Source: an optimization exercise on an open RTL-to-GDS flow (aim: small area, a short achievable clock period and few clock cycles per item). Production flows keep margins and buffers that such runs may drop. No activity file was given, so power comes from the tool's default toggle rates.

run G:
// ospfb_top
module ospfb_top #(
  parameter int FFT_LEN = 32,
  parameter int DEC_FAC = 24,
  parameter int PTAPS   = 4,
  localparam int BR_W   = $clog2(FFT_LEN)
) (
  input  logic    clk,
  input  logic    rst_n,
  input  logic    in_valid,
  input  ospfb_pkg::sample_t in_data,
  output logic    in_ready,
  output logic    out_valid,
  output ospfb_pkg::out_t    out_data,
  output logic    out_last,
  output logic    out_sat,
  output logic    frame_start
);
For scale: about 5300 cells after synthesis, about 2800 flip-flops, ~42 I/O pins.
==> flow/config.mk <==
export PLATFORM = sky130hd
export DESIGN_NAME = ospfb_top
export DESIGN_NICKNAME = ospfb_top
export VERILOG_FILES = /design/flow/design.v
export SDC_FILE = /design/flow/constraint.sdc
export NUM_CORES = 4
export LEC_CHECK = 0
export ABC_CLOCK_PERIOD_IN_PS = 3000
export CAP_MARGIN = 20
export CORE_MARGIN = 2
export CORE_UTILIZATION = 40
export CTS_CLUSTER_DIAMETER = 150
export CTS_CLUSTER_SIZE = 28
export SLEW_MARGIN = 20
==> flow/constraint.sdc <==
create_clock -name core_clock -period 9.0 [get_ports {clk}]
set_input_delay 1.8000 -clock core_clock [delete_from_list [all_inputs] [get_ports {clk}]]
set_output_delay 1.8000 -clock core_clock [all_outputs]
set_load 0.01 [all_outputs]
standard.sh (not shown) runs the stock make flow with config.mk's settings and CLKGATE_MAP_FILE= SYNTH_SCRIPT=/design/flow/synth_recipe.tcl, a recipe that flattens the netlist after the stock synthesis.
==> flow/flow/run.sh <==
#!/bin/bash
# Layout flow: the standard flow (standard.sh, unchanged synthesis) with
# two repair settings changed: timing repair aims below the clock period
# (a larger setup margin), and ports are buffered with buf_4 cells.
# make's full output goes to run_make.log in the work folder.
set -euo pipefail
cd "$(dirname "$0")/.."
MARGIN=${MARGIN:-5.9}
bash standard.sh \
  "SETUP_SLACK_MARGIN=${MARGIN}" \
  "BUFFER_PORTS_ARGS=-buffer_cell sky130_fd_sc_hd__buf_4" \
  finish > run_make.log 2>&1
test -f out/final.def
Run G was carried through to the last stage, and its layout satisfied the timing, DRC and antenna checks.
### run G -> run X
- CORE_UTILIZATION changed from 40 to 50
Results
- The portion of total power attributed to combinational logic of run X falls short of that of run G by 0.5 points.
- Looking at run X and run G, the data arrival time of the critical path is a wash.
- From run G to run X the numbers moved as follows: post-detailed-routing wire length now smaller, critical path required time comparable, share of total power consumed by net switching now smaller.
No functional check of the RTL was part of any run of this note.


== build 33 ==
ospfb_top, a different RTL version from the one above (not shown whole).
For scale: ~2,800 flip-flops, roughly 77,000 um2 of cells after synthesis.
export LEC_CHECK = 0
export ABC_CLOCK_PERIOD_IN_PS = 3000
export CAP_MARGIN = 20
export CORE_MARGIN = 2
export CORE_UTILIZATION = 40
export CTS_CLUSTER_DIAMETER = 150
export CTS_CLUSTER_SIZE = 24
export SLEW_MARGIN = 20
create_clock -name core_clock -period 9.0 [get_ports {clk}]
Scripts as last shown in full above: flow/flow/run.sh
Inputs modified between build 33 and build 90:
--- a/flow/flow/run.sh
+++ b/flow/flow/run.sh
@@ -6,5 +6,5 @@
 set -euo pipefail
 cd "$(dirname "$0")/.."
-MARGIN=${MARGIN:-5.9}
+MARGIN=${MARGIN:-5.8}
 bash standard.sh \
   "SETUP_SLACK_MARGIN=${MARGIN}" \
--- a/flow/config.mk
+++ b/flow/config.mk
@@ -10,5 +10,3 @@
 export CORE_MARGIN = 2
 export CORE_UTILIZATION = 40
-export CTS_CLUSTER_DIAMETER = 150
-export CTS_CLUSTER_SIZE = 24
 export SLEW_MARGIN = 20
--- outcome ---
Build 90 | status: complete | timing, DRC, antenna: pass. Between build 33 and build 90, the post-placement setup slack does not differ in any meaningful way. Compared to build 33, build 90 shows a wider setup margin. Build 90 does worse than build 33 on relative max-transition margin. Diff build 33 -> build 90: power dissipated by switching net loads rose by about 16%; final setup TNS stayed essentially flat; fraction of cell area in non-clock buffers stayed essentially flat. In build 90 the sequential share of power turned out 10 points lower than in build 33. Sort build 90 and build 33 by pin count of the biggest net entering global routing, ascending, and build 90 comes first. Critical path's slowest cell: sky130_fd_sc_hd__fa_1 -> build 33, sky130_fd_sc_hd__fa_2 -> build 90. As far as critical path depth goes, build 90 and build 33 are indistinguishable; the numbers are identical. Of build 90 and build 33, build 90 shows the lower minimum clock period after layout, with build 33 above it.
[inputs] build 84 vs build 90
--- a/flow/config.mk
+++ b/flow/config.mk
@@ -10,3 +10,5 @@
 export CORE_MARGIN = 2
 export CORE_UTILIZATION = 40
+export CTS_CLUSTER_DIAMETER = 150
+export CTS_CLUSTER_SIZE = 24
 export SLEW_MARGIN = 20
==> comparison <==
- Setup slack in build 84 is smaller than in build 90.
- Hold slack (higher): build 84
- The global-route usage reported for build 84 is smaller than that of build 90 by 0.44 points.
- Re sequential share of cell area: build 84 is 4.0 points up on build 90.
- Looking at shortest period the worst path allows, build 84 sits 0.037 ns higher than build 90 does.
- Build 84 vs build 90 on proportion of cell area spent on the clock network: build 84 is the lower one.
- [build 84] wire length on met2 fell about 3% relative to build 90
No functional check of the RTL was part of any run of this note.

[what the ideal ports hide]
No port has a modelled driver above. Below, the same layouts with a new extraction and two added sets of constraints. Step 1 assumes that a clkbuf_16 drives the clock port and a buf_2 every other input. Step 2 times the ports against the registers' clock, not the clock port: input delays grow and output delays shrink by t, the midpoint of the rising clock arrivals with the driver on. Slacks: ideal / step 1 / step 2; pairs: ideal / step 1.
run	t, ns	slack for setup (ns)	worst setup path at the end
run G	0.843	5.382 / 5.382 / 5.382	register to register
run X	0.820	5.356 / 5.356 / 5.356	register to register
build 33	0.859	5.666 / 5.666 / 5.666	register to register
build 90	0.956	5.707 / 5.664 / 5.455	input to register
build 84	0.857	5.669 / 5.669 / 5.517	input to register
After both steps setup and hold are still met in every run listed. The setup slack of build 90, which loses most, moves by -0.043 ns with the drivers and by -0.252 ns with both steps.
